Background: an optimization exercise with open tools, aiming at small area, a short achievable clock period and few clock cycles per item. Do not read the settings as production practice. The RTL was checked by simulation tests, not by an equivalence proof against the original design. Power is estimated from default activity; no workload was simulated.

==> flow/design.v <==
package mvm_accum_pkg;
    localparam int unsigned DEF_VP   = 3;
    localparam int unsigned DEF_EP   = 3;
    localparam int unsigned DEF_WI_X = 4;
    localparam int unsigned DEF_WF_X = 12;
    localparam int unsigned DEF_WI_W = 4;
    localparam int unsigned DEF_WF_W = 12;
    localparam int unsigned DEF_WI_O = 4;
    localparam int unsigned DEF_WF_O = 12;
endpackage
module mvm_lane (
    input  logic        clk,
    input  logic        acc_b,    
    input  logic        first_b,  
    input  logic [7:0]  eneg,     
    input  logic [7:0]  eone,     
    input  logic [7:0]  etwo,     
    input  logic [15:0] w_in,     
    input  logic        o_load,   
    output logic [15:0] data,
    output logic        ovf
);
    localparam logic [32:0] K = 33'h100010800;   
    logic        first, v;
    logic [7:0]  bneg, bone, btwo;
    logic [15:0] w;
    always_ff @(posedge clk) begin
        v     <= acc_b;
        first <= first_b;
        bneg  <= eneg;
        bone  <= eone;
        btwo  <= etwo;
        w     <= w_in;
    end
    logic [32:0] acc_s, acc_c;
    logic [32:0] as_i, ac_i;
    logic [32:0] ns, nc;
    assign as_i = first ? K : acc_s;
    assign ac_i = first ? 33'd0 : acc_c;
    wire [16:0] pp0;
    wire [16:0] pp1;
    wire [16:0] pp2;
    wire [16:0] pp3;
    wire [16:0] pp4;
    wire [16:0] pp5;
    wire [16:0] pp6;
    wire [16:0] pp7;
    wire [16:0] m0 = ({17{bone[0]}} & {w[15], w}) | ({17{btwo[0]}} & {w, 1'b0});
    assign pp0 = {v & ~(m0[16] ^ bneg[0]), m0[15:0] ^ {16{bneg[0]}}};
    wire [16:0] m1 = ({17{bone[1]}} & {w[15], w}) | ({17{btwo[1]}} & {w, 1'b0});
    assign pp1 = {v & ~(m1[16] ^ bneg[1]), m1[15:0] ^ {16{bneg[1]}}};
    wire [16:0] m2 = ({17{bone[2]}} & {w[15], w}) | ({17{btwo[2]}} & {w, 1'b0});
    assign pp2 = {v & ~(m2[16] ^ bneg[2]), m2[15:0] ^ {16{bneg[2]}}};
    wire [16:0] m3 = ({17{bone[3]}} & {w[15], w}) | ({17{btwo[3]}} & {w, 1'b0});
    assign pp3 = {v & ~(m3[16] ^ bneg[3]), m3[15:0] ^ {16{bneg[3]}}};
    wire [16:0] m4 = ({17{bone[4]}} & {w[15], w}) | ({17{btwo[4]}} & {w, 1'b0});
    assign pp4 = {v & ~(m4[16] ^ bneg[4]), m4[15:0] ^ {16{bneg[4]}}};
    wire [16:0] m5 = ({17{bone[5]}} & {w[15], w}) | ({17{btwo[5]}} & {w, 1'b0});
    assign pp5 = {v & ~(m5[16] ^ bneg[5]), m5[15:0] ^ {16{bneg[5]}}};
    wire [16:0] m6 = ({17{bone[6]}} & {w[15], w}) | ({17{btwo[6]}} & {w, 1'b0});
    assign pp6 = {v & ~(m6[16] ^ bneg[6]), m6[15:0] ^ {16{bneg[6]}}};
    wire [16:0] m7 = ({17{bone[7]}} & {w[15], w}) | ({17{btwo[7]}} & {w, 1'b0});
    assign pp7 = {v & ~(m7[16] ^ bneg[7]), m7[15:0] ^ {16{bneg[7]}}};
    wire h0s, h0c;
    mvm_ha u_h0 (.a(bneg[6]), .b(as_i[12]), .s(h0s), .co(h0c));
    wire h1s, h1c;
    mvm_ha u_h1 (.a(as_i[13]), .b(ac_i[13]), .s(h1s), .co(h1c));
    wire t2s, t2c;
    mvm_fa u_t2 (.a(bneg[7]), .b(as_i[14]), .c(ac_i[14]), .s(t2s), .co(t2c));
    wire h3s, h3c;
    mvm_ha u_h3 (.a(pp0[14]), .b(pp1[12]), .s(h3s), .co(h3c));
    wire t4s, t4c;
    mvm_fa u_t4 (.a(as_i[15]), .b(ac_i[15]), .c(pp0[15]), .s(t4s), .co(t4c));
    wire h5s, h5c;
    mvm_ha u_h5 (.a(pp1[13]), .b(pp2[11]), .s(h5s), .co(h5c));
    wire t6s, t6c;
    mvm_fa u_t6 (.a(as_i[16]), .b(ac_i[16]), .c(pp0[16]), .s(t6s), .co(t6c));
    wire h7s, h7c;
    mvm_ha u_h7 (.a(pp1[14]), .b(pp2[12]), .s(h7s), .co(h7c));
    wire t8s, t8c;
    mvm_fa u_t8 (.a(as_i[17]), .b(ac_i[17]), .c(pp1[15]), .s(t8s), .co(t8c));
    wire h9s, h9c;
    mvm_ha u_h9 (.a(as_i[18]), .b(ac_i[18]), .s(h9s), .co(h9c));
    wire h10s, h10c;
    mvm_ha u_h10 (.a(bneg[3]), .b(as_i[6]), .s(h10s), .co(h10c));
    wire h11s, h11c;
    mvm_ha u_h11 (.a(as_i[7]), .b(ac_i[7]), .s(h11s), .co(h11c));
    wire t12s, t12c;
    mvm_fa u_t12 (.a(bneg[4]), .b(as_i[8]), .c(ac_i[8]), .s(t12s), .co(t12c));
    wire h13s, h13c;
    mvm_ha u_h13 (.a(pp0[8]), .b(pp1[6]), .s(h13s), .co(h13c));
    wire t14s, t14c;
    mvm_fa u_t14 (.a(as_i[9]), .b(ac_i[9]), .c(pp0[9]), .s(t14s), .co(t14c));
    wire h15s, h15c;
    mvm_ha u_h15 (.a(pp1[7]), .b(pp2[5]), .s(h15s), .co(h15c));
    wire t16s, t16c;
    mvm_fa u_t16 (.a(bneg[5]), .b(as_i[10]), .c(ac_i[10]), .s(t16s), .co(t16c));
    wire t17s, t17c;
    mvm_fa u_t17 (.a(pp0[10]), .b(pp1[8]), .c(pp2[6]), .s(t17s), .co(t17c));
    wire h18s, h18c;
    mvm_ha u_h18 (.a(pp3[4]), .b(pp4[2]), .s(h18s), .co(h18c));
    wire t19s, t19c;
    mvm_fa u_t19 (.a(as_i[11]), .b(ac_i[11]), .c(pp0[11]), .s(t19s), .co(t19c));
    wire t20s, t20c;
    mvm_fa u_t20 (.a(pp1[9]), .b(pp2[7]), .c(pp3[5]), .s(t20s), .co(t20c));
    wire h21s, h21c;
    mvm_ha u_h21 (.a(pp4[3]), .b(pp5[1]), .s(h21s), .co(h21c));
    wire t22s, t22c;
    mvm_fa u_t22 (.a(ac_i[12]), .b(pp0[12]), .c(pp1[10]), .s(t22s), .co(t22c));
    wire t23s, t23c;
    mvm_fa u_t23 (.a(pp2[8]), .b(pp3[6]), .c(pp4[4]), .s(t23s), .co(t23c));
    wire t24s, t24c;
    mvm_fa u_t24 (.a(pp5[2]), .b(pp6[0]), .c(h0s), .s(t24s), .co(t24c));
    wire t25s, t25c;
    mvm_fa u_t25 (.a(pp0[13]), .b(pp1[11]), .c(pp2[9]), .s(t25s), .co(t25c));
    wire t26s, t26c;
    mvm_fa u_t26 (.a(pp3[7]), .b(pp4[5]), .c(pp5[3]), .s(t26s), .co(t26c));
    wire t27s, t27c;
    mvm_fa u_t27 (.a(pp6[1]), .b(h0c), .c(h1s), .s(t27s), .co(t27c));
    wire t28s, t28c;
    mvm_fa u_t28 (.a(pp2[10]), .b(pp3[8]), .c(pp4[6]), .s(t28s), .co(t28c));
    wire t29s, t29c;
    mvm_fa u_t29 (.a(pp5[4]), .b(pp6[2]), .c(pp7[0]), .s(t29s), .co(t29c));
    wire t30s, t30c;
    mvm_fa u_t30 (.a(h1c), .b(t2s), .c(h3s), .s(t30s), .co(t30c));
    wire t31s, t31c;
    mvm_fa u_t31 (.a(pp3[9]), .b(pp4[7]), .c(pp5[5]), .s(t31s), .co(t31c));
    wire t32s, t32c;
    mvm_fa u_t32 (.a(pp6[3]), .b(pp7[1]), .c(h3c), .s(t32s), .co(t32c));
    wire t33s, t33c;
    mvm_fa u_t33 (.a(h5s), .b(t4s), .c(t2c), .s(t33s), .co(t33c));
    wire t34s, t34c;
    mvm_fa u_t34 (.a(pp3[10]), .b(pp4[8]), .c(pp5[6]), .s(t34s), .co(t34c));
    wire t35s, t35c;
    mvm_ffa u_t35 (.a(pp6[4]), .b(pp7[2]), .c(h5c), .s(t35s), .co(t35c));
    wire t36s, t36c;
    mvm_ffa u_t36 (.a(h7s), .b(t6s), .c(t4c), .s(t36s), .co(t36c));
    wire t37s, t37c;
    mvm_fa u_t37 (.a(pp2[13]), .b(pp3[11]), .c(pp4[9]), .s(t37s), .co(t37c));
    wire t38s, t38c;
    mvm_fa u_t38 (.a(pp5[7]), .b(pp6[5]), .c(pp7[3]), .s(t38s), .co(t38c));
    wire t39s, t39c;
    mvm_ffa u_t39 (.a(h7c), .b(t8s), .c(t6c), .s(t39s), .co(t39c));
    wire t40s, t40c;
    mvm_fa u_t40 (.a(pp1[16]), .b(pp2[14]), .c(pp3[12]), .s(t40s), .co(t40c));
    wire t41s, t41c;
    mvm_fa u_t41 (.a(pp4[10]), .b(pp5[8]), .c(pp6[6]), .s(t41s), .co(t41c));
    wire t42s, t42c;
    mvm_fa u_t42 (.a(pp7[4]), .b(h9s), .c(t8c), .s(t42s), .co(t42c));
    wire t43s, t43c;
    mvm_fa u_t43 (.a(as_i[19]), .b(ac_i[19]), .c(pp2[15]), .s(t43s), .co(t43c));
    wire t44s, t44c;
    mvm_fa u_t44 (.a(pp3[13]), .b(pp4[11]), .c(pp5[9]), .s(t44s), .co(t44c));
    wire t45s, t45c;
    mvm_fa u_t45 (.a(pp6[7]), .b(pp7[5]), .c(h9c), .s(t45s), .co(t45c));
    wire t46s, t46c;
    mvm_fa u_t46 (.a(as_i[20]), .b(ac_i[20]), .c(pp2[16]), .s(t46s), .co(t46c));
    wire t47s, t47c;
    mvm_fa u_t47 (.a(pp3[14]), .b(pp4[12]), .c(pp5[10]), .s(t47s), .co(t47c));
    wire h48s, h48c;
    mvm_ha u_h48 (.a(pp6[8]), .b(pp7[6]), .s(h48s), .co(h48c));
    wire t49s, t49c;
    mvm_fa u_t49 (.a(as_i[21]), .b(ac_i[21]), .c(pp3[15]), .s(t49s), .co(t49c));
    wire t50s, t50c;
    mvm_fa u_t50 (.a(pp4[13]), .b(pp5[11]), .c(pp6[9]), .s(t50s), .co(t50c));
    wire t51s, t51c;
    mvm_fa u_t51 (.a(as_i[22]), .b(ac_i[22]), .c(pp3[16]), .s(t51s), .co(t51c));
    wire h52s, h52c;
    mvm_ha u_h52 (.a(pp4[14]), .b(pp5[12]), .s(h52s), .co(h52c));
    wire t53s, t53c;
    mvm_fa u_t53 (.a(as_i[23]), .b(ac_i[23]), .c(pp4[15]), .s(t53s), .co(t53c));
    wire h54s, h54c;
    mvm_ha u_h54 (.a(as_i[24]), .b(ac_i[24]), .s(h54s), .co(h54c));
    wire h55s, h55c;
    mvm_ha u_h55 (.a(bneg[1]), .b(as_i[2]), .s(h55s), .co(h55c));
    wire h56s, h56c;
    mvm_ha u_h56 (.a(as_i[3]), .b(ac_i[3]), .s(h56s), .co(h56c));
    wire t57s, t57c;
    mvm_fa u_t57 (.a(bneg[2]), .b(as_i[4]), .c(ac_i[4]), .s(t57s), .co(t57c));
    wire h58s, h58c;
    mvm_ha u_h58 (.a(pp0[4]), .b(pp1[2]), .s(h58s), .co(h58c));
    wire t59s, t59c;
    mvm_fa u_t59 (.a(as_i[5]), .b(ac_i[5]), .c(pp0[5]), .s(t59s), .co(t59c));
    wire h60s, h60c;
    mvm_ha u_h60 (.a(pp1[3]), .b(pp2[1]), .s(h60s), .co(h60c));
    wire t61s, t61c;
    mvm_fa u_t61 (.a(ac_i[6]), .b(pp0[6]), .c(pp1[4]), .s(t61s), .co(t61c));
    wire t62s, t62c;
    mvm_fa u_t62 (.a(pp2[2]), .b(pp3[0]), .c(h10s), .s(t62s), .co(t62c));
    wire t63s, t63c;
    mvm_fa u_t63 (.a(pp0[7]), .b(pp1[5]), .c(pp2[3]), .s(t63s), .co(t63c));
    wire t64s, t64c;
    mvm_fa u_t64 (.a(pp3[1]), .b(h10c), .c(h11s), .s(t64s), .co(t64c));
    wire t65s, t65c;
    mvm_fa u_t65 (.a(pp2[4]), .b(pp3[2]), .c(pp4[0]), .s(t65s), .co(t65c));
    wire t66s, t66c;
    mvm_fa u_t66 (.a(h11c), .b(t12s), .c(h13s), .s(t66s), .co(t66c));
    wire t67s, t67c;
    mvm_fa u_t67 (.a(pp3[3]), .b(pp4[1]), .c(h13c), .s(t67s), .co(t67c));
    wire t68s, t68c;
    mvm_fa u_t68 (.a(h15s), .b(t14s), .c(t12c), .s(t68s), .co(t68c));
    wire t69s, t69c;
    mvm_fa u_t69 (.a(pp5[0]), .b(h15c), .c(t16s), .s(t69s), .co(t69c));
    wire t70s, t70c;
    mvm_fa u_t70 (.a(h18s), .b(t17s), .c(t14c), .s(t70s), .co(t70c));
    wire t71s, t71c;
    mvm_fa u_t71 (.a(h18c), .b(h21s), .c(t19s), .s(t71s), .co(t71c));
    wire t72s, t72c;
    mvm_fa u_t72 (.a(t16c), .b(t20s), .c(t17c), .s(t72s), .co(t72c));
    wire t73s, t73c;
    mvm_fa u_t73 (.a(h21c), .b(t22s), .c(t23s), .s(t73s), .co(t73c));
    wire t74s, t74c;
    mvm_fa u_t74 (.a(t19c), .b(t20c), .c(t24s), .s(t74s), .co(t74c));
    wire t75s, t75c;
    mvm_fa u_t75 (.a(t25s), .b(t26s), .c(t22c), .s(t75s), .co(t75c));
    wire t76s, t76c;
    mvm_fa u_t76 (.a(t23c), .b(t27s), .c(t24c), .s(t76s), .co(t76c));
    wire t77s, t77c;
    mvm_fa u_t77 (.a(t28s), .b(t29s), .c(t25c), .s(t77s), .co(t77c));
    wire t78s, t78c;
    mvm_ffa u_t78 (.a(t26c), .b(t27c), .c(t30s), .s(t78s), .co(t78c));
    wire t79s, t79c;
    mvm_fa u_t79 (.a(t31s), .b(t28c), .c(t29c), .s(t79s), .co(t79c));
    wire t80s, t80c;
    mvm_ffa u_t80 (.a(t32s), .b(t33s), .c(t30c), .s(t80s), .co(t80c));
    wire t81s, t81c;
    mvm_fa u_t81 (.a(t34s), .b(t31c), .c(t35s), .s(t81s), .co(t81c));
    wire t82s, t82c;
    mvm_ffa u_t82 (.a(t32c), .b(t36s), .c(t33c), .s(t82s), .co(t82c));
    wire t83s, t83c;
    mvm_fa u_t83 (.a(t37s), .b(t38s), .c(t34c), .s(t83s), .co(t83c));
    wire t84s, t84c;
    mvm_ffa u_t84 (.a(t35c), .b(t39s), .c(t36c), .s(t84s), .co(t84c));
    wire t85s, t85c;
    mvm_fa u_t85 (.a(t40s), .b(t41s), .c(t37c), .s(t85s), .co(t85c));
    wire t86s, t86c;
    mvm_ffa u_t86 (.a(t38c), .b(t42s), .c(t39c), .s(t86s), .co(t86c));
    wire t87s, t87c;
    mvm_fa u_t87 (.a(t43s), .b(t44s), .c(t40c), .s(t87s), .co(t87c));
    wire t88s, t88c;
    mvm_ffa u_t88 (.a(t41c), .b(t45s), .c(t42c), .s(t88s), .co(t88c));
    wire t89s, t89c;
    mvm_fa u_t89 (.a(h48s), .b(t46s), .c(t47s), .s(t89s), .co(t89c));
    wire t90s, t90c;
    mvm_fa u_t90 (.a(t43c), .b(t44c), .c(t45c), .s(t90s), .co(t90c));
    wire t91s, t91c;
    mvm_fa u_t91 (.a(pp7[7]), .b(h48c), .c(t49s), .s(t91s), .co(t91c));
    wire t92s, t92c;
    mvm_fa u_t92 (.a(t50s), .b(t46c), .c(t47c), .s(t92s), .co(t92c));
    wire t93s, t93c;
    mvm_fa u_t93 (.a(pp6[10]), .b(pp7[8]), .c(h52s), .s(t93s), .co(t93c));
    wire t94s, t94c;
    mvm_fa u_t94 (.a(t51s), .b(t49c), .c(t50c), .s(t94s), .co(t94c));
    wire t95s, t95c;
    mvm_fa u_t95 (.a(pp5[13]), .b(pp6[11]), .c(pp7[9]), .s(t95s), .co(t95c));
    wire t96s, t96c;
    mvm_fa u_t96 (.a(h52c), .b(t53s), .c(t51c), .s(t96s), .co(t96c));
    wire t97s, t97c;
    mvm_fa u_t97 (.a(pp4[16]), .b(pp5[14]), .c(pp6[12]), .s(t97s), .co(t97c));
    wire t98s, t98c;
    mvm_fa u_t98 (.a(pp7[10]), .b(h54s), .c(t53c), .s(t98s), .co(t98c));
    wire t99s, t99c;
    mvm_fa u_t99 (.a(as_i[25]), .b(ac_i[25]), .c(pp5[15]), .s(t99s), .co(t99c));
    wire t100s, t100c;
    mvm_fa u_t100 (.a(pp6[13]), .b(pp7[11]), .c(h54c), .s(t100s), .co(t100c));
    wire t101s, t101c;
    mvm_fa u_t101 (.a(as_i[26]), .b(ac_i[26]), .c(pp5[16]), .s(t101s), .co(t101c));
    wire h102s, h102c;
    mvm_ha u_h102 (.a(pp6[14]), .b(pp7[12]), .s(h102s), .co(h102c));
    wire t103s, t103c;
    mvm_fa u_t103 (.a(as_i[27]), .b(ac_i[27]), .c(pp6[15]), .s(t103s), .co(t103c));
    wire h104s, h104c;
    mvm_ha u_h104 (.a(as_i[28]), .b(ac_i[28]), .s(h104s), .co(h104c));
    wire h105s, h105c;
    mvm_ha u_h105 (.a(bneg[0]), .b(as_i[0]), .s(h105s), .co(h105c));
    wire h106s, h106c;
    mvm_ha u_h106 (.a(as_i[1]), .b(ac_i[1]), .s(h106s), .co(h106c));
    wire t107s, t107c;
    mvm_fa u_t107 (.a(ac_i[2]), .b(pp0[2]), .c(pp1[0]), .s(t107s), .co(t107c));
    wire t108s, t108c;
    mvm_fa u_t108 (.a(pp0[3]), .b(pp1[1]), .c(h55c), .s(t108s), .co(t108c));
    wire t109s, t109c;
    mvm_fa u_t109 (.a(pp2[0]), .b(h56c), .c(t57s), .s(t109s), .co(t109c));
    wire t110s, t110c;
    mvm_fa u_t110 (.a(h58c), .b(h60s), .c(t59s), .s(t110s), .co(t110c));
    wire t111s, t111c;
    mvm_fa u_t111 (.a(h60c), .b(t61s), .c(t59c), .s(t111s), .co(t111c));
    wire t112s, t112c;
    mvm_fa u_t112 (.a(t63s), .b(t61c), .c(t64s), .s(t112s), .co(t112c));
    wire t113s, t113c;
    mvm_fa u_t113 (.a(t65s), .b(t63c), .c(t64c), .s(t113s), .co(t113c));
    wire t114s, t114c;
    mvm_fa u_t114 (.a(t65c), .b(t67s), .c(t68s), .s(t114s), .co(t114c));
    wire t115s, t115c;
    mvm_fa u_t115 (.a(t69s), .b(t67c), .c(t68c), .s(t115s), .co(t115c));
    wire t116s, t116c;
    mvm_fa u_t116 (.a(t71s), .b(t69c), .c(t72s), .s(t116s), .co(t116c));
    wire t117s, t117c;
    mvm_ffa u_t117 (.a(t71c), .b(t73s), .c(t74s), .s(t117s), .co(t117c));
    wire t118s, t118c;
    mvm_ffa u_t118 (.a(t75s), .b(t73c), .c(t74c), .s(t118s), .co(t118c));
    wire t119s, t119c;
    mvm_ffa u_t119 (.a(t77s), .b(t75c), .c(t78s), .s(t119s), .co(t119c));
    wire t120s, t120c;
    mvm_ffa u_t120 (.a(t79s), .b(t77c), .c(t80s), .s(t120s), .co(t120c));
    wire t121s, t121c;
    mvm_ffa u_t121 (.a(t81s), .b(t79c), .c(t82s), .s(t121s), .co(t121c));
    wire t122s, t122c;
    mvm_ffa u_t122 (.a(t83s), .b(t81c), .c(t84s), .s(t122s), .co(t122c));
    wire t123s, t123c;
    mvm_ffa u_t123 (.a(t85s), .b(t83c), .c(t86s), .s(t123s), .co(t123c));
    wire t124s, t124c;
    mvm_ffa u_t124 (.a(t87s), .b(t85c), .c(t88s), .s(t124s), .co(t124c));
    wire t125s, t125c;
    mvm_ffa u_t125 (.a(t89s), .b(t87c), .c(t90s), .s(t125s), .co(t125c));
    wire t126s, t126c;
    mvm_fa u_t126 (.a(t91s), .b(t92s), .c(t89c), .s(t126s), .co(t126c));
    wire t127s, t127c;
    mvm_fa u_t127 (.a(t93s), .b(t91c), .c(t94s), .s(t127s), .co(t127c));
    wire t128s, t128c;
    mvm_fa u_t128 (.a(t95s), .b(t96s), .c(t93c), .s(t128s), .co(t128c));
    wire t129s, t129c;
    mvm_fa u_t129 (.a(t97s), .b(t95c), .c(t98s), .s(t129s), .co(t129c));
    wire t130s, t130c;
    mvm_fa u_t130 (.a(t99s), .b(t97c), .c(t100s), .s(t130s), .co(t130c));
    wire t131s, t131c;
    mvm_fa u_t131 (.a(h102s), .b(t101s), .c(t99c), .s(t131s), .co(t131c));
    wire t132s, t132c;
    mvm_fa u_t132 (.a(pp7[13]), .b(h102c), .c(t103s), .s(t132s), .co(t132c));
    wire t133s, t133c;
    mvm_fa u_t133 (.a(pp6[16]), .b(pp7[14]), .c(h104s), .s(t133s), .co(t133c));
    wire t134s, t134c;
    mvm_fa u_t134 (.a(as_i[29]), .b(ac_i[29]), .c(pp7[15]), .s(t134s), .co(t134c));
    wire h135s, h135c;
    mvm_ha u_h135 (.a(as_i[30]), .b(ac_i[30]), .s(h135s), .co(h135c));
    wire h136s, h136c;
    mvm_ha u_h136 (.a(ac_i[0]), .b(pp0[0]), .s(h136s), .co(h136c));
    wire t137s, t137c;
    mvm_fa u_t137 (.a(pp0[1]), .b(h105c), .c(h106s), .s(t137s), .co(t137c));
    wire t138s, t138c;
    mvm_fa u_t138 (.a(h106c), .b(h55s), .c(t107s), .s(t138s), .co(t138c));
    wire t139s, t139c;
    mvm_fa u_t139 (.a(h56s), .b(t107c), .c(t108s), .s(t139s), .co(t139c));
    wire t140s, t140c;
    mvm_fa u_t140 (.a(h58s), .b(t108c), .c(t109s), .s(t140s), .co(t140c));
    wire t141s, t141c;
    mvm_fa u_t141 (.a(t57c), .b(t110s), .c(t109c), .s(t141s), .co(t141c));
    wire t142s, t142c;
    mvm_fa u_t142 (.a(t62s), .b(t110c), .c(t111s), .s(t142s), .co(t142c));
    wire t143s, t143c;
    mvm_fa u_t143 (.a(t62c), .b(t112s), .c(t111c), .s(t143s), .co(t143c));
    wire t144s, t144c;
    mvm_fa u_t144 (.a(t66s), .b(t113s), .c(t112c), .s(t144s), .co(t144c));
    wire t145s, t145c;
    mvm_fa u_t145 (.a(t66c), .b(t114s), .c(t113c), .s(t145s), .co(t145c));
    wire t146s, t146c;
    mvm_ffa u_t146 (.a(t70s), .b(t115s), .c(t114c), .s(t146s), .co(t146c));
    wire t147s, t147c;
    mvm_ffa u_t147 (.a(t70c), .b(t116s), .c(t115c), .s(t147s), .co(t147c));
    wire t148s, t148c;
    mvm_ffa u_t148 (.a(t72c), .b(t117s), .c(t116c), .s(t148s), .co(t148c));
    wire t149s, t149c;
    mvm_ffa u_t149 (.a(t76s), .b(t118s), .c(t117c), .s(t149s), .co(t149c));
    wire t150s, t150c;
    mvm_ffa u_t150 (.a(t76c), .b(t119s), .c(t118c), .s(t150s), .co(t150c));
    wire t151s, t151c;
    mvm_ffa u_t151 (.a(t78c), .b(t120s), .c(t119c), .s(t151s), .co(t151c));
    wire t152s, t152c;
    mvm_ffa u_t152 (.a(t80c), .b(t121s), .c(t120c), .s(t152s), .co(t152c));
    wire t153s, t153c;
    mvm_ffa u_t153 (.a(t82c), .b(t122s), .c(t121c), .s(t153s), .co(t153c));
    wire t154s, t154c;
    mvm_ffa u_t154 (.a(t84c), .b(t123s), .c(t122c), .s(t154s), .co(t154c));
    wire t155s, t155c;
    mvm_ffa u_t155 (.a(t86c), .b(t124s), .c(t123c), .s(t155s), .co(t155c));
    wire t156s, t156c;
    mvm_ffa u_t156 (.a(t125s), .b(t88c), .c(t124c), .s(t156s), .co(t156c));
    wire t157s, t157c;
    mvm_ffa u_t157 (.a(t90c), .b(t126s), .c(t125c), .s(t157s), .co(t157c));
    wire t158s, t158c;
    mvm_ffa u_t158 (.a(t92c), .b(t127s), .c(t126c), .s(t158s), .co(t158c));
    wire t159s, t159c;
    mvm_ffa u_t159 (.a(t94c), .b(t128s), .c(t127c), .s(t159s), .co(t159c));
    wire t160s, t160c;
    mvm_ffa u_t160 (.a(t96c), .b(t129s), .c(t128c), .s(t160s), .co(t160c));
    wire t161s, t161c;
    mvm_ffa u_t161 (.a(t130s), .b(t98c), .c(t129c), .s(t161s), .co(t161c));
    wire t162s, t162c;
    mvm_fa u_t162 (.a(t100c), .b(t131s), .c(t130c), .s(t162s), .co(t162c));
    wire t163s, t163c;
    mvm_fa u_t163 (.a(t101c), .b(t132s), .c(t131c), .s(t163s), .co(t163c));
    wire t164s, t164c;
    mvm_fa u_t164 (.a(t103c), .b(t133s), .c(t132c), .s(t164s), .co(t164c));
    wire t165s, t165c;
    mvm_fa u_t165 (.a(h104c), .b(t134s), .c(t133c), .s(t165s), .co(t165c));
    wire t166s, t166c;
    mvm_fa u_t166 (.a(pp7[16]), .b(h135s), .c(t134c), .s(t166s), .co(t166c));
    wire t167s, t167c;
    mvm_fa u_t167 (.a(as_i[31]), .b(ac_i[31]), .c(h135c), .s(t167s), .co(t167c));
    wire h168s, h168c;
    mvm_ha u_h168 (.a(as_i[32]), .b(ac_i[32]), .s(h168s), .co(h168c));
    assign ns[0] = h136s;
    assign ns[1] = h136c;
    assign ns[2] = t137c;
    assign ns[3] = t138c;
    assign ns[4] = t139c;
    assign ns[5] = t140c;
    assign ns[6] = t141c;
    assign ns[7] = t142c;
    assign ns[8] = t143c;
    assign ns[9] = t144c;
    assign ns[10] = t145c;
    assign ns[11] = t146c;
    assign ns[12] = t147c;
    assign ns[13] = t148c;
    assign ns[14] = t149c;
    assign ns[15] = t150c;
    assign ns[16] = t151c;
    assign ns[17] = t152c;
    assign ns[18] = t153c;
    assign ns[19] = t154c;
    assign ns[20] = t155c;
    assign ns[21] = t156c;
    assign ns[22] = t157c;
    assign ns[23] = t158c;
    assign ns[24] = t159c;
    assign ns[25] = t160c;
    assign ns[26] = t161c;
    assign ns[27] = t162c;
    assign ns[28] = t163c;
    assign ns[29] = t164c;
    assign ns[30] = t165c;
    assign ns[31] = t166c;
    assign ns[32] = t167c;
    assign nc[0] = h105s;
    assign nc[1] = t137s;
    assign nc[2] = t138s;
    assign nc[3] = t139s;
    assign nc[4] = t140s;
    assign nc[5] = t141s;
    assign nc[6] = t142s;
    assign nc[7] = t143s;
    assign nc[8] = t144s;
    assign nc[9] = t145s;
    assign nc[10] = t146s;
    assign nc[11] = t147s;
    assign nc[12] = t148s;
    assign nc[13] = t149s;
    assign nc[14] = t150s;
    assign nc[15] = t151s;
    assign nc[16] = t152s;
    assign nc[17] = t153s;
    assign nc[18] = t154s;
    assign nc[19] = t155s;
    assign nc[20] = t156s;
    assign nc[21] = t157s;
    assign nc[22] = t158s;
    assign nc[23] = t159s;
    assign nc[24] = t160s;
    assign nc[25] = t161s;
    assign nc[26] = t162s;
    assign nc[27] = t163s;
    assign nc[28] = t164s;
    assign nc[29] = t165s;
    assign nc[30] = t166s;
    assign nc[31] = t167s;
    assign nc[32] = h168s;
    wire [26:0] g, p;
    mvm_ha u_gp0 (.a(acc_s[0]), .b(acc_c[0]), .s(p[0]), .co(g[0]));
    mvm_ha u_gp1 (.a(acc_s[1]), .b(acc_c[1]), .s(p[1]), .co(g[1]));
    mvm_ha u_gp2 (.a(acc_s[2]), .b(acc_c[2]), .s(p[2]), .co(g[2]));
    mvm_ha u_gp3 (.a(acc_s[3]), .b(acc_c[3]), .s(p[3]), .co(g[3]));
    mvm_ha u_gp4 (.a(acc_s[4]), .b(acc_c[4]), .s(p[4]), .co(g[4]));
    mvm_ha u_gp5 (.a(acc_s[5]), .b(acc_c[5]), .s(p[5]), .co(g[5]));
    mvm_ha u_gp6 (.a(acc_s[6]), .b(acc_c[6]), .s(p[6]), .co(g[6]));
    mvm_ha u_gp7 (.a(acc_s[7]), .b(acc_c[7]), .s(p[7]), .co(g[7]));
    mvm_ha u_gp8 (.a(acc_s[8]), .b(acc_c[8]), .s(p[8]), .co(g[8]));
    mvm_ha u_gp9 (.a(acc_s[9]), .b(acc_c[9]), .s(p[9]), .co(g[9]));
    mvm_ha u_gp10 (.a(acc_s[10]), .b(acc_c[10]), .s(p[10]), .co(g[10]));
    mvm_ha u_gp11 (.a(acc_s[11]), .b(acc_c[11]), .s(p[11]), .co(g[11]));
    mvm_ha u_gp12 (.a(acc_s[12]), .b(acc_c[12]), .s(p[12]), .co(g[12]));
    mvm_ha u_gp13 (.a(acc_s[13]), .b(acc_c[13]), .s(p[13]), .co(g[13]));
    mvm_ha u_gp14 (.a(acc_s[14]), .b(acc_c[14]), .s(p[14]), .co(g[14]));
    mvm_ha u_gp15 (.a(acc_s[15]), .b(acc_c[15]), .s(p[15]), .co(g[15]));
    mvm_ha u_gp16 (.a(acc_s[16]), .b(acc_c[16]), .s(p[16]), .co(g[16]));
    mvm_ha u_gp17 (.a(acc_s[17]), .b(acc_c[17]), .s(p[17]), .co(g[17]));
    mvm_ha u_gp18 (.a(acc_s[18]), .b(acc_c[18]), .s(p[18]), .co(g[18]));
    mvm_ha u_gp19 (.a(acc_s[19]), .b(acc_c[19]), .s(p[19]), .co(g[19]));
    mvm_ha u_gp20 (.a(acc_s[20]), .b(acc_c[20]), .s(p[20]), .co(g[20]));
    mvm_ha u_gp21 (.a(acc_s[21]), .b(acc_c[21]), .s(p[21]), .co(g[21]));
    mvm_ha u_gp22 (.a(acc_s[22]), .b(acc_c[22]), .s(p[22]), .co(g[22]));
    mvm_ha u_gp23 (.a(acc_s[23]), .b(acc_c[23]), .s(p[23]), .co(g[23]));
    mvm_ha u_gp24 (.a(acc_s[24]), .b(acc_c[24]), .s(p[24]), .co(g[24]));
    mvm_ha u_gp25 (.a(acc_s[25]), .b(acc_c[25]), .s(p[25]), .co(g[25]));
    mvm_ha u_gp26 (.a(acc_s[26]), .b(acc_c[26]), .s(p[26]), .co(g[26]));
    wire G_1_0;
    mvm_g u_G_1_0 (.gh(g[1]), .ph(p[1]), .gl(g[0]), .g(G_1_0));
    wire G_3_2, P_3_2;
    mvm_gp u_G_3_2 (.gh(g[3]), .ph(p[3]), .gl(g[2]), .pl(p[2]), .g(G_3_2), .p(P_3_2));
    wire G_5_4, P_5_4;
    mvm_gp u_G_5_4 (.gh(g[5]), .ph(p[5]), .gl(g[4]), .pl(p[4]), .g(G_5_4), .p(P_5_4));
    wire G_8_7, P_8_7;
    mvm_gp u_G_8_7 (.gh(g[8]), .ph(p[8]), .gl(g[7]), .pl(p[7]), .g(G_8_7), .p(P_8_7));
    wire G_10_9, P_10_9;
    mvm_gp u_G_10_9 (.gh(g[10]), .ph(p[10]), .gl(g[9]), .pl(p[9]), .g(G_10_9), .p(P_10_9));
    wire G_12_11, P_12_11;
    mvm_gp u_G_12_11 (.gh(g[12]), .ph(p[12]), .gl(g[11]), .pl(p[11]), .g(G_12_11), .p(P_12_11));
    wire G_15_14, P_15_14;
    mvm_gp u_G_15_14 (.gh(g[15]), .ph(p[15]), .gl(g[14]), .pl(p[14]), .g(G_15_14), .p(P_15_14));
    wire G_17_16, P_17_16;
    mvm_gp u_G_17_16 (.gh(g[17]), .ph(p[17]), .gl(g[16]), .pl(p[16]), .g(G_17_16), .p(P_17_16));
    wire G_19_18, P_19_18;
    mvm_gp u_G_19_18 (.gh(g[19]), .ph(p[19]), .gl(g[18]), .pl(p[18]), .g(G_19_18), .p(P_19_18));
    wire G_22_21, P_22_21;
    mvm_gp u_G_22_21 (.gh(g[22]), .ph(p[22]), .gl(g[21]), .pl(p[21]), .g(G_22_21), .p(P_22_21));
    wire G_25_24, P_25_24;
    mvm_gp u_G_25_24 (.gh(g[25]), .ph(p[25]), .gl(g[24]), .pl(p[24]), .g(G_25_24), .p(P_25_24));
    wire G_6_4, P_6_4;
    mvm_gp u_G_6_4 (.gh(g[6]), .ph(p[6]), .gl(G_5_4), .pl(P_5_4), .g(G_6_4), .p(P_6_4));
    wire G_13_11, P_13_11;
    mvm_gp u_G_13_11 (.gh(g[13]), .ph(p[13]), .gl(G_12_11), .pl(P_12_11), .g(G_13_11), .p(P_13_11));
    wire G_16_14, P_16_14;
    mvm_gp u_G_16_14 (.gh(g[16]), .ph(p[16]), .gl(G_15_14), .pl(P_15_14), .g(G_16_14), .p(P_16_14));
    wire G_20_18, P_20_18;
    mvm_gp u_G_20_18 (.gh(g[20]), .ph(p[20]), .gl(G_19_18), .pl(P_19_18), .g(G_20_18), .p(P_20_18));
    wire G_23_21, P_23_21;
    mvm_gp u_G_23_21 (.gh(g[23]), .ph(p[23]), .gl(G_22_21), .pl(P_22_21), .g(G_23_21), .p(P_23_21));
    wire G_26_24, P_26_24;
    mvm_gp u_G_26_24 (.gh(g[26]), .ph(p[26]), .gl(G_25_24), .pl(P_25_24), .g(G_26_24), .p(P_26_24));
    wire G_3_0;
    mvm_g u_G_3_0 (.gh(G_3_2), .ph(P_3_2), .gl(G_1_0), .g(G_3_0));
    wire G_10_7, P_10_7;
    mvm_gp u_G_10_7 (.gh(G_10_9), .ph(P_10_9), .gl(G_8_7), .pl(P_8_7), .g(G_10_7), .p(P_10_7));
    wire G_17_14, P_17_14;
    mvm_gp u_G_17_14 (.gh(G_17_16), .ph(P_17_16), .gl(G_15_14), .pl(P_15_14), .g(G_17_14), .p(P_17_14));
    wire G_24_21, P_24_21;
    mvm_gp u_G_24_21 (.gh(g[24]), .ph(p[24]), .gl(G_23_21), .pl(P_23_21), .g(G_24_21), .p(P_24_21));
    wire G_11_7, P_11_7;
    mvm_gp u_G_11_7 (.gh(g[11]), .ph(p[11]), .gl(G_10_7), .pl(P_10_7), .g(G_11_7), .p(P_11_7));
    wire G_18_14, P_18_14;
    mvm_gp u_G_18_14 (.gh(g[18]), .ph(p[18]), .gl(G_17_14), .pl(P_17_14), .g(G_18_14), .p(P_18_14));
    wire G_25_21, P_25_21;
    mvm_gp u_G_25_21 (.gh(G_25_24), .ph(P_25_24), .gl(G_23_21), .pl(P_23_21), .g(G_25_21), .p(P_25_21));
    wire G_12_7, P_12_7;
    mvm_gp u_G_12_7 (.gh(G_12_11), .ph(P_12_11), .gl(G_10_7), .pl(P_10_7), .g(G_12_7), .p(P_12_7));
    wire G_19_14, P_19_14;
    mvm_gp u_G_19_14 (.gh(G_19_18), .ph(P_19_18), .gl(G_17_14), .pl(P_17_14), .g(G_19_14), .p(P_19_14));
    wire G_26_21, P_26_21;
    mvm_gp u_G_26_21 (.gh(G_26_24), .ph(P_26_24), .gl(G_23_21), .pl(P_23_21), .g(G_26_21), .p(P_26_21));
    wire G_6_0;
    mvm_g u_G_6_0 (.gh(G_6_4), .ph(P_6_4), .gl(G_3_0), .g(G_6_0));
    wire G_13_7, P_13_7;
    mvm_gp u_G_13_7 (.gh(G_13_11), .ph(P_13_11), .gl(G_10_7), .pl(P_10_7), .g(G_13_7), .p(P_13_7));
    wire G_20_14, P_20_14;
    mvm_gp u_G_20_14 (.gh(G_20_18), .ph(P_20_18), .gl(G_17_14), .pl(P_17_14), .g(G_20_14), .p(P_20_14));
    wire G_21_14, P_21_14;
    mvm_gp u_G_21_14 (.gh(g[21]), .ph(p[21]), .gl(G_20_14), .pl(P_20_14), .g(G_21_14), .p(P_21_14));
    wire G_22_14, P_22_14;
    mvm_gp u_G_22_14 (.gh(G_22_21), .ph(P_22_21), .gl(G_20_14), .pl(P_20_14), .g(G_22_14), .p(P_22_14));
    wire G_23_14, P_23_14;
    mvm_gp u_G_23_14 (.gh(G_23_21), .ph(P_23_21), .gl(G_20_14), .pl(P_20_14), .g(G_23_14), .p(P_23_14));
    wire G_24_14, P_24_14;
    mvm_gp u_G_24_14 (.gh(G_24_21), .ph(P_24_21), .gl(G_20_14), .pl(P_20_14), .g(G_24_14), .p(P_24_14));
    wire G_11_0;
    mvm_g u_G_11_0 (.gh(G_11_7), .ph(P_11_7), .gl(G_6_0), .g(G_11_0));
    wire G_25_14, P_25_14;
    mvm_gp u_G_25_14 (.gh(G_25_21), .ph(P_25_21), .gl(G_20_14), .pl(P_20_14), .g(G_25_14), .p(P_25_14));
    wire G_12_0;
    mvm_g u_G_12_0 (.gh(G_12_7), .ph(P_12_7), .gl(G_6_0), .g(G_12_0));
    wire G_26_14, P_26_14;
    mvm_gp u_G_26_14 (.gh(G_26_21), .ph(P_26_21), .gl(G_20_14), .pl(P_20_14), .g(G_26_14), .p(P_26_14));
    wire G_13_0;
    mvm_g u_G_13_0 (.gh(G_13_7), .ph(P_13_7), .gl(G_6_0), .g(G_13_0));
    wire G_14_0;
    mvm_g u_G_14_0 (.gh(g[14]), .ph(p[14]), .gl(G_13_0), .g(G_14_0));
    wire G_15_0;
    mvm_g u_G_15_0 (.gh(G_15_14), .ph(P_15_14), .gl(G_13_0), .g(G_15_0));
    wire G_16_0;
    mvm_g u_G_16_0 (.gh(G_16_14), .ph(P_16_14), .gl(G_13_0), .g(G_16_0));
    wire G_17_0;
    mvm_g u_G_17_0 (.gh(G_17_14), .ph(P_17_14), .gl(G_13_0), .g(G_17_0));
    wire G_18_0;
    mvm_g u_G_18_0 (.gh(G_18_14), .ph(P_18_14), .gl(G_13_0), .g(G_18_0));
    wire G_19_0;
    mvm_g u_G_19_0 (.gh(G_19_14), .ph(P_19_14), .gl(G_13_0), .g(G_19_0));
    wire G_20_0;
    mvm_g u_G_20_0 (.gh(G_20_14), .ph(P_20_14), .gl(G_13_0), .g(G_20_0));
    wire G_21_0;
    mvm_g u_G_21_0 (.gh(G_21_14), .ph(P_21_14), .gl(G_13_0), .g(G_21_0));
    wire G_22_0;
    mvm_g u_G_22_0 (.gh(G_22_14), .ph(P_22_14), .gl(G_13_0), .g(G_22_0));
    wire G_23_0;
    mvm_g u_G_23_0 (.gh(G_23_14), .ph(P_23_14), .gl(G_13_0), .g(G_23_0));
    wire G_24_0;
    mvm_g u_G_24_0 (.gh(G_24_14), .ph(P_24_14), .gl(G_13_0), .g(G_24_0));
    wire G_25_0;
    mvm_g u_G_25_0 (.gh(G_25_14), .ph(P_25_14), .gl(G_13_0), .g(G_25_0));
    wire G_26_0;
    mvm_g u_G_26_0 (.gh(G_26_14), .ph(P_26_14), .gl(G_13_0), .g(G_26_0));
    wire [27:12] cy;    
    assign cy[12] = G_11_0;
    assign cy[13] = G_12_0;
    assign cy[14] = G_13_0;
    assign cy[15] = G_14_0;
    assign cy[16] = G_15_0;
    assign cy[17] = G_16_0;
    assign cy[18] = G_17_0;
    assign cy[19] = G_18_0;
    assign cy[20] = G_19_0;
    assign cy[21] = G_20_0;
    assign cy[22] = G_21_0;
    assign cy[23] = G_22_0;
    assign cy[24] = G_23_0;
    assign cy[25] = G_24_0;
    assign cy[26] = G_25_0;
    assign cy[27] = G_26_0;
    wire [27:12] tot;
    assign tot[26:12] = p[26:12] ^ cy[26:12];
    wire inr0, inr1, sg0, sg1, t27_0, t27_1;
    mvm_top u_top (.s(acc_s[32:27]), .c(acc_c[32:27]), .inr0(inr0), .inr1(inr1),
                   .sg0(sg0), .sg1(sg1), .t0(t27_0), .t1(t27_1));
    wire inr = cy[27] ? inr1 : inr0;    
    wire sg  = cy[27] ? sg1 : sg0;      
    assign tot[27] = cy[27] ? t27_1 : t27_0;
    always_ff @(posedge clk) begin
        acc_s <= ns;
        acc_c <= nc;
        if (o_load) begin
            data <= inr ? tot[27:12] : (sg ? 16'h8000 : 16'h7fff);
            ovf  <= ~inr;
        end
    end
endmodule
module mvm_fa (input logic a, b, c, output logic s, co);
    assign s  = a ^ b ^ c;
    assign co = (a & b) | (a & c) | (b & c);
endmodule
module mvm_ffa (input logic a, b, c, output logic s, co);
    logic p;
    mvm_xor2 u_p (.a(a), .b(b), .y(p));
    mvm_xor2 u_s (.a(p), .b(c), .y(s));
    mvm_maj3 u_c (.a(a), .b(b), .c(c), .y(co));
endmodule
module mvm_xor2 (input logic a, b, output logic y);
    assign y = a ^ b;
endmodule
module mvm_maj3 (input logic a, b, c, output logic y);
    assign y = (a & b) | (a & c) | (b & c);
endmodule
module mvm_gp (input logic gh, ph, gl, pl, output logic g, p);
    assign g = gh | (ph & gl);
    assign p = ph & pl;
endmodule
module mvm_g (input logic gh, ph, gl, output logic g);
    assign g = gh | (ph & gl);
endmodule
module mvm_top (input logic [5:0] s, c, output logic inr0, inr1, sg0, sg1, t0, t1);
    wire [5:0] u0 = s + c;
    wire [5:0] u1 = s + c + 6'd1;
    assign inr0 = (u0 == 6'd0) || (u0 == 6'd63);
    assign inr1 = (u1 == 6'd0) || (u1 == 6'd63);
    assign sg0 = u0[5];
    assign sg1 = u1[5];
    assign t0 = u0[0];
    assign t1 = u1[0];
endmodule
module mvm_ha (input logic a, b, output logic s, co);
    assign s  = a ^ b;
    assign co = a & b;
endmodule
module mvm_accum (
    input  logic        clk,
    input  logic        rst,
    input  logic        clr,
    input  logic        s_valid,
    output logic        s_ready,
    input  logic [15:0] s_x,
    input  logic [47:0] s_w,
    output logic        m_valid,
    input  logic        m_ready,
    output logic [47:0] m_data,
    output logic [2:0]  m_ovf
);
    logic [1:0] bc;           
    logic       iv;           
    logic       ilast;        
    logic       afull;        
    logic       s_busy;       
    assign s_ready = ~s_busy;
    wire acc_b  = s_valid & s_ready & ~clr;
    wire o_load = afull & ~m_valid;
    wire [1:0] bc_n    = clr ? 2'd0 : acc_b ? ((bc == 2'd2) ? 2'd0 : bc + 2'd1) : bc;
    wire       afull_n = ~clr & ((iv & ilast) | (afull & ~o_load));
    wire       mval_n  = ~clr & (o_load | (m_valid & ~m_ready));
    wire [16:0] xe = {s_x, 1'b0};
    logic [7:0] eneg, eone, etwo;
    always_comb begin
        for (int i = 0; i < 8; i++) begin
            eneg[i] = xe[2*i+2] & ~(xe[2*i+1] & xe[2*i]);
            eone[i] = xe[2*i+1] ^ xe[2*i];
            etwo[i] = (xe[2*i+2] & ~xe[2*i+1] & ~xe[2*i]) | (~xe[2*i+2] & xe[2*i+1] & xe[2*i]);
        end
    end
    always_ff @(posedge clk or posedge rst) begin
        if (rst) begin
            bc      <= 2'd0;
            iv      <= 1'b0;
            ilast   <= 1'b0;
            afull   <= 1'b0;
            m_valid <= 1'b0;
            s_busy  <= 1'b0;
        end else begin
            bc      <= bc_n;
            iv      <= acc_b;
            ilast   <= acc_b & (bc == 2'd2);
            afull   <= afull_n;
            m_valid <= mval_n;
            s_busy  <= (bc_n == 2'd0) & (mval_n | afull_n);
        end
    end
    for (genvar l = 0; l < 3; l++) begin : g_lane
        mvm_lane u_lane (
            .clk    (clk),
            .acc_b  (acc_b),
            .first_b(acc_b & (bc == 2'd0)),
            .eneg   (eneg & {8{acc_b}}),
            .eone   (eone & {8{acc_b}}),
            .etwo   (etwo & {8{acc_b}}),
            .w_in   (s_w[(2-l)*16 +: 16]),
            .o_load (o_load),
            .data   (m_data[(2-l)*16 +: 16]),
            .ovf    (m_ovf[l])
        );
    end
endmodule
==> flow/flow/run.sh <==
#!/bin/bash
set -euo pipefail
mapfile -t KNOBS < <(grep -v '^\s*\(#\|$\)' flow/knobs.txt)
bash standard.sh "${KNOBS[@]}" finish > orfs_make.log 2>&1
==> flow/flow/knobs.txt <==
SETUP_SLACK_MARGIN=5.95
MATCH_CELL_FOOTPRINT=0
BUFFER_PORTS_ARGS=-buffer_cell sky130_fd_sc_hd__buf_2
==> flow/standard.sh <==
#!/bin/bash
# synth_recipe.tcl (not shown) runs the flow's synth.tcl, then flattens the netlist and writes it again
# the make line also repeats each setting of config.mk as NAME=value (left out here)
make -C /OpenROAD-flow-scripts/flow DESIGN_CONFIG=/design/flow/config.mk WORK_HOME=/design/flow/orfs CLKGATE_MAP_FILE= SYNTH_SCRIPT=/design/flow/synth_recipe.tcl "${@:-finish}"
==> flow/config.mk <==
export PLATFORM = sky130hd
export DESIGN_NAME = mvm_accum
export DESIGN_NICKNAME = mvm_accum
export VERILOG_FILES = /design/flow/design.v
export SDC_FILE = /design/flow/constraint.sdc
export NUM_CORES = 4
export LEC_CHECK = 0
export CAP_MARGIN = 20
export CORE_MARGIN = 2
export CORE_UTILIZATION = 60
export SLEW_MARGIN = 20
export SYNTH_HIERARCHICAL = 1
==> flow/constraint.sdc <==
create_clock -name core_clock -period 9.0 [get_ports {clk}]
set_input_delay 1.8000 -clock core_clock [delete_from_list [all_inputs] [get_ports {clk}]]
set_output_delay 1.8000 -clock core_clock [all_outputs]
set_load 0.01 [all_outputs]
==> results of run 1 <==
[cells in the mapped netlist (7+ instances only)]
master,instances,share of area [%]
a22oi_1,361,8.2
and2_1,107,2.0
buf_2,126,1.9
a21o_1,156,3.6
o211ai_2,30,1.1
clkbuf_1,117,1.3
nand2b_1,28,0.53
o211ai_1,15,0.34
nand2_1,53,0.60
xor2_1,216,5.7
ha_1,181,6.9
maj3_2,102,3.5
fa_1,330,20
nor2b_1,190,3.6
dfxtp_1,324,20
inv_1,15,0.17
a21oi_1,11,0.17
o21ai_0,27,0.41
mux2i_1,29,0.88
xnor2_1,432,11
dfrtp_1,7,0.53
edfxtp_1,51,4.7
nor2_1,24,0.27
or2_2,9,0.17
nand3b_1,8,0.18
[state kept, by name, summed over array words and instances (netlist names)]
register and flops:
g_lane.u_lane.data 48, g_lane.u_lane.bneg 24, g_lane.u_lane.ovf 3, ilast 1, g_lane.u_lane.v 3, iv 1
g_lane.u_lane.acc_s 99, bc 2, m_valid 1, g_lane.u_lane.btwo 24, afull 1, g_lane.u_lane.w 48
s_busy 1, g_lane.u_lane.first 3, g_lane.u_lane.bone 24, g_lane.u_lane.acc_c 99
[through the flow]
step           worst slack [ns]  hold slack (ns)
3_3_place_gp               5.41            0.497
4_1_cts                    5.95            0.517
5_1_grt                    5.91            0.543
6_report                   5.99            0.512
3_5_place_dp               5.39            0.510
2_1_floorplan              5.98            0.450
[power groups by stage]
stage | clock, µW | combinational [µW] | sequential, µW
3_5_place_dp | 0 | 6930 | 2760
3_3_place_gp | 0 | 6670 | 2760
4_1_cts | 2140 | 7040 | 2730
6_report | 2100 | 7200 | 2710
2_1_floorplan | 0 | 5830 | 2530
5_1_grt | 2210 | 8060 | 2760
[Yosys stat by module, one instance, submodules excluded, excerpt]
module     cell area [µm²]  cells
mvm_gp                13.8      2
mvm_fa                20.0      1
mvm_ha                12.5      1
mvm_xor2              8.76      1
mvm_maj3              11.3      1
mvm_lane              6060    598
mvm_g                 7.51      1
mvm_top                259     32
mvm_accum              709     81
[cell type report]
cell class	instances	area [µm²]
Clock inverter	21	375
Tap cell	696	871
Fill cell	4161	17600
Antenna cell	5	12.5
Multi-Input combinational cell	2369	23700
Inverter	16	67.6
Clock buffer	61	1340
Sequential cell	382	8570
Timing Repair Buffer	214	1510
[per-layer routing]
| metal | global-route usage, % | vias to the layer above |
|---|---|---|
| li1 | - | 10400 |
| met2 | 47.4 | 815 |
| met5 | 0 | - |
| met1 | 39.9 | 11500 |
| met4 | 9.51 | 4 |
| met3 | 5.24 | 178 |
[kinds of logic (layout without fill, tap and decap cells)]
family	after synthesis	in the layout	synth area share, %
xor gates and xnor gates	651	651	17.4
AOI/OAI and AO/OA	614	614	14.2
adders and majority gates	613	613	30.4
and+or+nand+nor	453	454	8.23
DFF	382	382	24.9
buffers and inverters	270	312	3.74
muxes	35	37	1.11
other	0	5	0
[worst max path at each step]
stage,to,start,cells after the start
2_1_floorplan,g_lane[0].u_lane.acc_s[17],g_lane[0].u_lane.bone[0],10
3_3_place_gp,g_lane[1].u_lane.acc_s[18],g_lane[1].u_lane.bone[0],9
3_5_place_dp,g_lane[1].u_lane.acc_c[16],g_lane[1].u_lane.bone[0],10
4_1_cts,g_lane[1].u_lane.acc_s[18],g_lane[1].u_lane.bone[0],9
5_1_grt,g_lane[2].u_lane.acc_c[14],g_lane[2].u_lane.w[2],8
6_report,g_lane[2].u_lane.acc_c[11],g_lane[2].u_lane.first,7
[repair_timing]
action                                  CTS  global route
endpoints found under the setup margin  152           113
resized for setup                       140           123
pin swaps                                 5            57
gates cloned                              0             7
setup buffers                             6            66
hold buffers                              0             0
==> results.toml, run 1 <==
[placed_design]
hpwl_um = 59400
placed_cell_area_um2 = 33400
dp_cells = 3598
finalWeightedCongestion = 0.864
io_buffer_count = 121

[clocking]
cts_buffer_depth = 3
cts_tree = "built"
cts_sinks = 382
cts.clk_slew.worst_paths_ns = 0.07
cts-htree-levels = 2
cts_buffers = 44
root_buffer = "clkbuf_16"
clock_latency_ns = 0.61

[final_layout]
final_cell_mix = "xnor2_1, a22oi_1, fa_1"
drive_gt1_share_pct = 19.7
final_util_pct = 67.5
nets = 3607
layout_commonest_cell = "xnor2_1"
final_cells = 3764
post-route-cell-area_um2 = 36500
syn2layout_area_growth_pct = 10.7

[status]
status = "finished clean"

[worst_hold_path]
worstHoldPathType = "reg -> reg"
min_from = "bc[0]"
hold_path_end = "ilast"
hold_path_depth = 1

[synth]
synth_async_sr_flop_share_pct = 1.83
synth-edff-count = 51
syn-cell-area_um2 = 32900
synthCells = 3018
synth_seq_cells = 382
synth-main-ff-cell = "dfxtp_1"
synth.distinct_cells = 50
ys_seq_area_share_pct = 24.9
yosysWarnings = 8
synth.avg_cell_area_um2 = 10.9

[pwr]
p_switching_uw = 4850
p_leak_uw = 0.0161
vdd_ir_drop_max_uv = 243
clkPwrFrac_pct = 17.5
pwr-share-comb_pct = 59.9
p_total_uw = 12000
p_int_uw = 7160
p_per_area_nw_per_um2 = 329
switching_share_pct = 40.4
seq_power_share_pct = 22.6

[worst_setup_path]
crit_required_ns = 9.52
crit_family = "adder cells"
slowest_delay_ns = 0.60
crit_top_cell = "fa_1"
start_kind = "flip-flop"
crit_arrival_ns = 3.54
cp_max_fo = 18
critical_path_class = "reg -> reg"
rrSetupSlack_ns = 5.99
reg2reg_depth = 7
cp_slowest_cell = "fa_1"
cp_num_buf_inv = 1
critPathCaptureType = "flip-flop"
reg2reg_to = "g_lane[2].u_lane.acc_c[11]"
reg2reg_from = "g_lane[2].u_lane.first"
crit_chain = "buf_8 -> or2_2 -> fa_1 -> fa_1 -> fa_1 -> xor2_1 -> xor2_1"

[drt]
vias = 22800
wl_met3_um = 5890
wl_met1_um = 36100
first_iter_violations = 1964
wl_met2_um = 39600
remaining_drc_errors = 0
wirelength_um = 84000
wire_per_inst_um = 22.3
vias_per_cell = 6.06
dr.pass1.iters = 7
routed.top_layer = "met5"
postRouteAntennaNets = 0

[sta]
min_period_over_period_pct = 33.5
timing.fmax_mhz = 332
worstMarginPinSlew_ns = 0.712
skew_ns = 0.0234
rsz0062_at_grt = "true"
relSlewSlack_pct = 52.2
setup_tns_ns = 0
final_max_slew_viol_count = 0
hold_viol_final = 0
finalCriticalPeriod_ns = 3.01
setup_violations = 0

[floorplan]
fp.dieH_um = 238
dieArea_um2 = 56800
core_um2 = 54000
initial_core_util_pct = 61.0
ios = 122
die_w_um = 238
num_rows = 85

[global_routing]
grt_pass1_wl_um = 131000
grt_use_total_pct = 29.3
overflow = 0
grt_pass1_vias = 23800
grt_max_degree = 67
antenna_found_initial = 7

[flow_run]
maxCapViolCount = 0
Testbench counts, summed over its fixed seeds: cycles 3,624, items 1,200.
==> run 2, diff against run 1 <==
==> flow/flow/knobs.txt (replaced) <==
SETUP_SLACK_MARGIN=5.95
MATCH_CELL_FOOTPRINT=0
BUFFER_PORTS_ARGS=-buffer_cell sky130_fd_sc_hd__buf_2
REMOVE_ABC_BUFFERS=1
--- a/flow/config.mk
+++ b/flow/config.mk
@@ -7,6 +7,7 @@
 export LEC_CHECK = 0
 export CAP_MARGIN = 20
 export CORE_MARGIN = 2
-export CORE_UTILIZATION = 60
+export CORE_UTILIZATION = 40
+export CTS_CLUSTER_SIZE = 40
 export SLEW_MARGIN = 20
 export SYNTH_HIERARCHICAL = 1
==> run 2 against run 1 <==
Still clean on timing, DRC and antenna. Cell count grew 10%. Combinational power decreased by 2%. Area after synthesis did not move. Via count fell by 2.1%. Power down 2.7%. Clock power down 9%. Critical endpoint is now s_ready. Highest routed layer unchanged.
==> results.toml, run 2 <==
[status]
status = "finished clean"

[global_routing]
grt_pass1_wl_um = 131000
antenna_found_initial = 9
grt_max_degree = 67
grt_pass1_vias = 22800
overflow = 0
grt_use_total_pct = 19.5

[floorplan]
fp.dieH_um = 291
die_w_um = 291
num_rows = 105
dieArea_um2 = 84600
core_um2 = 81800
ios = 122
initial_core_util_pct = 40.2

[worst_setup_path]
critical_path_class = "reg -> out"
crit_family = "flip-flops"
path_depth = 2
critPathCaptureType = "primary output"
cp_max_fo = 2
crit_chain = "inv_2 -> buf_6"
start_kind = "flip-flop"
slowest_delay_ns = 0.43
crit_arrival_ns = 1.21
reg2reg_depth = 7
cp_num_buf_inv = 2
crit_required_ns = 7.20
cp_slowest_cell = "dfrtp_2"

[sta]
rsz0062_at_grt = "true"
finalCriticalPeriod_ns = 3.01
skew_ns = 0.0631
final_max_slew_viol_count = 0
timing.fmax_mhz = 333
setup_violations = 0
whs_ns = 0.525
relSlewSlack_pct = 47.5
setup_tns_ns = 0
min_period_over_period_pct = 33.4
hold_viol_final = 0
worstMarginPinSlew_ns = 0.788

[synth]
synthCells = 3018
synth-edff-count = 51
yosysTopAreaCellShare_pct = 20.1
synthTopCellsByCount = "xnor2_1, a22oi_1, fa_1"
synth_seq_cells = 382
yosysWarnings = 8
synth-main-ff-cell = "dfxtp_1"
synth.area.top_cells = "fa_1, dfxtp_1, xnor2_1, a22oi_1, ha_1"
synth.avg_cell_area_um2 = 10.9
ys_seq_area_share_pct = 24.9
synth.distinct_cells = 50
syn-cell-area_um2 = 32900
synth_async_sr_flop_share_pct = 1.83
yosysTopAreaCell = "fa_1"
yosysMostFrequentCell = "xnor2_1"

[clocking]
cts_sinks = 382
cts.clk_slew.worst_paths_ns = 0.06
cts_tree = "built"
root_buffer = "clkbuf_16"
cts-htree-levels = 2
cts_buffer_depth = 3
clock_latency_ns = 0.63
cts_buffers = 46

[drt]
wire_per_inst_um = 20.5
dr.pass1.iters = 6
vias = 22300
vias_per_cell = 5.38
remaining_drc_errors = 0
first_iter_violations = 1631
postRouteAntennaNets = 0
wirelength_um = 85100

[worst_hold_path]
hold_path_depth = 1
worstHoldPathType = "reg -> reg"

[final_layout]
syn2layout_area_growth_pct = 12.2
drive_gt1_share_pct = 20.1
nFillCells = 7697
layout_commonest_cell = "xnor2_1"
top_regs = "g_lane.u_lane.acc_c: 99 flops, g_lane.u_lane.acc_s: 99 flops"
nets = 3623
final_cell_mix = "xnor2_1, a22oi_1, fa_1"

[pwr]
p_int_uw = 6930
clkPwrFrac_pct = 16.3
vdd_ir_drop_max_uv = 274
p_leak_uw = 0.0162
pwr-share-comb_pct = 60.6
switching_share_pct = 40.7
p_per_area_nw_per_um2 = 316
seq_power_share_pct = 23.1
p_switching_uw = 4760

[placed_design]
finalWeightedCongestion = 0.829
io_buffer_count = 121
hpwl_um = 59100

[flow_run]
maxCapViolCount = 0
## run 2: cell count changes in the layout (fill, tap and decap cells not counted), sizes merged
cell      previous run  this run
buf                207       219
bufinv               9         1
clkbuf              68        71
clkinv               5        15
clkinvlp             2         3
diode                5         2
mux2i               34        33
## run 2: cell families (layout without fill, tap and decap cells)
| kind of cell | after synthesis | in the layout | synth area share (%) |
|---|---|---|---|
| XOR/XNOR | 651 | 651 | 17.4 |
| AO/OA/AOI/OAI | 614 | 614 | 14.2 |
| adder cells (fa/ha/maj) | 613 | 613 | 30.4 |
| AND/OR/NAND/NOR | 453 | 454 | 8.23 |
| flip-flops | 382 | 382 | 24.9 |
| buffers and inverters | 270 | 330 | 3.74 |
| multiplexers | 35 | 36 | 1.11 |
| other | 0 | 2 | 0 |
## run 2: per-module statistics from Yosys (local to each module, per instance), a selection
module	flip-flops and latches	cells inside	cell area, µm²
mvm_ha	0	1	12.5
mvm_xor2	0	1	8.76
mvm_g	0	1	7.51
mvm_top	0	32	259
mvm_gp	0	2	13.8
mvm_accum	7	81	709
mvm_maj3	0	1	11.3
mvm_fa	0	1	20.0
mvm_lane	125	598	6060
## run 2: repair_timing
action                     4_1_cts  5_1_grt
gates cloned                     0        9
hold buffers                     0        0
setup endpoints to repair      147      109
buffers inserted                 5       71
gates resized for setup        133      140
pin swaps                        9       78
## run 2: cell type report
cell class	instances	area [µm²]	area share [%]
Multi-Input combinational cell	2368	23700	64.2
Timing Repair Buffer	229	1670	4.51
Inverter	16	67.6	0.183
Clock buffer	61	1320	3.58
Tap cell	1070	1340	3.62
Clock inverter	24	253	0.684
Antenna cell	2	5.00	0.0135
Sequential cell	382	8570	23.2
## run 2: path summary, 6_finish.rpt
check	start	endpoint	slack, ns
setup / recovery	s_busy	s_ready	5.99
setup reg to reg	g_lane[2].u_lane.bone[1]	g_lane[2].u_lane.acc_c[11]	6.03
hold reg to reg	bc[0]	ilast	0.53
max in group asynchronous	rst	m_valid	7.63
min in group asynchronous	rst	bc[0]	1.11
hold / removal	bc[0]	ilast	0.53
## run 2: power groups by stage
stage	clock network [µW]	registers, µW	logic, µW
floorplan	0	2620	5640
global placement	0	2740	6750
global route	2040	2750	8000
finish	1910	2700	7080
detailed placement	0	2740	6860
CTS	1970	2710	6960
## run 2: through the flow
step	utilization (%)	cells	area (µm²)	power [µW]	worst slack, ns
6_report	45.1	4152	36900	11700	5.99
5_1_grt	45.1	4151	36900	12800	5.88
4_1_cts	43.7	4070	35700	11600	5.85
3_5_place_dp	41.5	3980	33900	9600	5.57
3_3_place_gp	41.4	3980	33900	9480	5.57
2_1_floorplan	-	2764	31800	8260	5.38
## run 2: per-layer routing
layer | track usage (%) | share of wire (%)
met5 | 0 | 0.040
met4 | 4.74 | 2.2
met3 | 4.12 | 6.1
met2 | 31.3 | 46
met1 | 26.8 | 45
==> run 3, diff against run 2 <==
==> flow/flow/knobs.txt (replaced) <==
SETUP_SLACK_MARGIN=5.95
MATCH_CELL_FOOTPRINT=0
BUFFER_PORTS_ARGS=-buffer_cell sky130_fd_sc_hd__buf_2
==> run 3 against run 2 <==
Still clean on timing, DRC and antenna. Die area unchanged. First-iteration DRC count decreased by 12%. Worst setup slack got worse by 0.026 ns. Non-clock buffer count decreased by 18. Count of clock-buffer cells in the layout decreased by 4. Via count decreased by 0.48%. Cell count decreased by 0.43%. Synthesized cell count unchanged. Worst hold slack got worse by 0.056 ns. Core utilization decreased by 0.21 points. Global-route usage about the same. Largest power group unchanged.
==> results.toml, run 3 <==
[clocking]
cts_hold_buf = 0
cts-htree-levels = 2
cts.clk_slew.worst_paths_ns = 0.06
cts_buffer_depth = 3
cts_buffers = 47
root_buffer = "clkbuf_16"
cts_sinks = 382
cts_tree = "built"

[pwr]
clkPwrFrac_pct = 17.2
seq_power_share_pct = 22.9
p_switching_uw = 4790
p_leak_uw = 0.0161
p_int_uw = 7000
vdd_ir_drop_max_uv = 221
p_per_area_nw_per_um2 = 321
pwr-share-comb_pct = 59.9
switching_share_pct = 40.6

[global_routing]
grt_max_degree = 67
grt_use_total_pct = 19.4

[worst_setup_path]
cp_max_fo = 1
path_depth = 1
slowest_delay_ns = 0.44
crit_family = "flip-flops"
crit_required_ns = 7.20
cp_slowest_cell = "edfxtp_1"
reg2reg_depth = 9
crit_arrival_ns = 1.23
cp_num_buf_inv = 1
crit_chain = "buf_2"
start_kind = "flip-flop"
critical_path_class = "reg -> out"
critPathCaptureType = "primary output"

[sta]
hold_viol_final = 0
final_max_slew_viol_count = 0
timing.fmax_mhz = 330
skew_ns = 0.0462
worstMarginPinSlew_ns = 0.673
rsz0062_at_grt = "true"

[drt]
wirelength_um = 83800
dr.pass1.iters = 6

[synth]
ys_seq_area_share_pct = 24.9
syn-cell-area_um2 = 32900
synth.distinct_cells = 50
synth-edff-count = 51
synth_async_sr_flop_share_pct = 1.83
yosysWarnings = 8
synthTopCellsByCount = "xnor2_1, a22oi_1, fa_1"
yosysTopAreaCellShare_pct = 20.1
synth.avg_cell_area_um2 = 10.9
synth-main-ff-cell = "dfxtp_1"
synth_seq_cells = 382
yosysMostFrequentCell = "xnor2_1"

[placed_design]
hpwl_um = 60100
io_buffer_count = 121
finalWeightedCongestion = 0.829
dp_cells = 3974

[final_layout]
syn2layout_area_growth_pct = 11.7
n_antenna_cell = 0
final_cell_mix = "xnor2_1, a22oi_1, fa_1"
multi_input_area_um2 = 23700
final_cells = 4134
regArea_um2 = 8570
drive_gt1_share_pct = 19.9

[worst_hold_path]
hold_path_depth = 1

[floorplan]
dieArea_um2 = 84600
die_w_um = 291
fp.dieH_um = 291
num_rows = 105
initial_core_util_pct = 40.2

[flow_run]
maxCapViolCount = 0

[status]
status = "finished clean"
==> run 3: cell counts after synthesis <==
Identical to the previous run, type by type.
==> run 3: routing by layer <==
layer | part of all wire [%] | track usage [%] | vias up | wire length (µm)
met2 | 46 | 31.0 | 673 | 38200
met3 | 6.4 | 3.82 | 134 | 5390
met4 | 2.6 | 5.46 | 16 | 2140
li1 | - | - | 10400 | -
met1 | 45 | 26.8 | 11000 | 38000
met5 | 0.12 | 0 | - | 100
==> run 3: stage by stage <==
stage | worst slack [ns] | hold WS [ns] | power (µW) | util, % | instance area, µm²
final | 5.97 | 0.469 | 11800 | 44.9 | 36800
after global routing | 5.91 | 0.488 | 12900 | 44.9 | 36800
after CTS | 5.94 | 0.544 | 11800 | 43.7 | 35700
after detailed placement | 5.57 | 0.529 | 9640 | 41.4 | 33900
after global placement | 4.98 | 0.511 | 9520 | 41.4 | 33900
after floorplan | 5.98 | 0.450 | 8360 | - | 32900
==> run 3: final timing paths <==
check,start,slack [ns],to
max,g_lane[1].u_lane.data[14],5.97,m_data[30]
min reg2reg,m_valid,0.47,m_valid
min in group asynchronous,rst,1.10,afull
max reg2reg,g_lane[0].u_lane.w[15],6.04,g_lane[0].u_lane.acc_c[22]
max in group asynchronous,rst,7.67,m_valid
min,m_valid,0.47,m_valid
==> run 3: kinds of logic after synthesis <==
logic type	share of synthesized area, %
XOR/XNOR	17.4
AO/OA/AOI/OAI	14.2
adder cells (fa/ha/maj)	30.4
AND/OR/NAND/NOR	8.23
flip-flops	24.9
buffers and inverters	3.74
multiplexers	1.11
==> run 3: what timing repair did <==
| item | CTS | global route |
|---|---|---|
| hold endpoints to repair | 0 | 0 |
| pin swaps | 3 | 45 |
| setup buffers | 1 | 66 |
| setup endpoints to repair | 154 | 125 |
| cloned | 0 | 6 |
| resized for setup | 127 | 136 |
==> run 3: power groups by stage <==
| stage | registers (µW) | logic (µW) | clock network (µW) |
|---|---|---|---|
| 2_1_floorplan | 2530 | 5830 | 0 |
| 3_3_place_gp | 2750 | 6770 | 0 |
| 3_5_place_dp | 2750 | 6890 | 0 |
| 4_1_cts | 2720 | 6980 | 2080 |
| 5_1_grt | 2760 | 7980 | 2150 |
| 6_report | 2710 | 7060 | 2020 |
==> run 3: modules after synthesis (local to each module, per instance), excerpt <==
module	copies in the design	cell area (µm²)	flip-flops and latches	cells
mvm_lane	3	6060	125	598
mvm_accum	1	709	7	81
mvm_top	3	259	0	32
mvm_fa	327	20.0	0	1
mvm_gp	99	13.8	0	2
mvm_ha	159	12.5	0	1
mvm_maj3	102	11.3	0	1
mvm_xor2	204	8.76	0	1
mvm_g	57	7.51	0	1
==> run 3: area by class of cell <==
| type | count | share of cell area, % |
|---|---|---|
| Clock buffer | 57 | 3.64 |
| Clock inverter | 30 | 0.868 |
| Inverter | 16 | 0.184 |
| Multi-Input combinational cell | 2368 | 64.5 |
| Sequential cell | 382 | 23.3 |
| Tap cell | 1070 | 3.64 |
| Timing Repair Buffer | 211 | 3.87 |

Setup slack of run 3, layout unchanged: 5.968 ns with ideal ports, 5.903 ns with driving cells assumed (clock clkbuf_16, inputs buf_2), 5.696 ns with port delays also shifted by the 0.664 ns mid clock arrival.
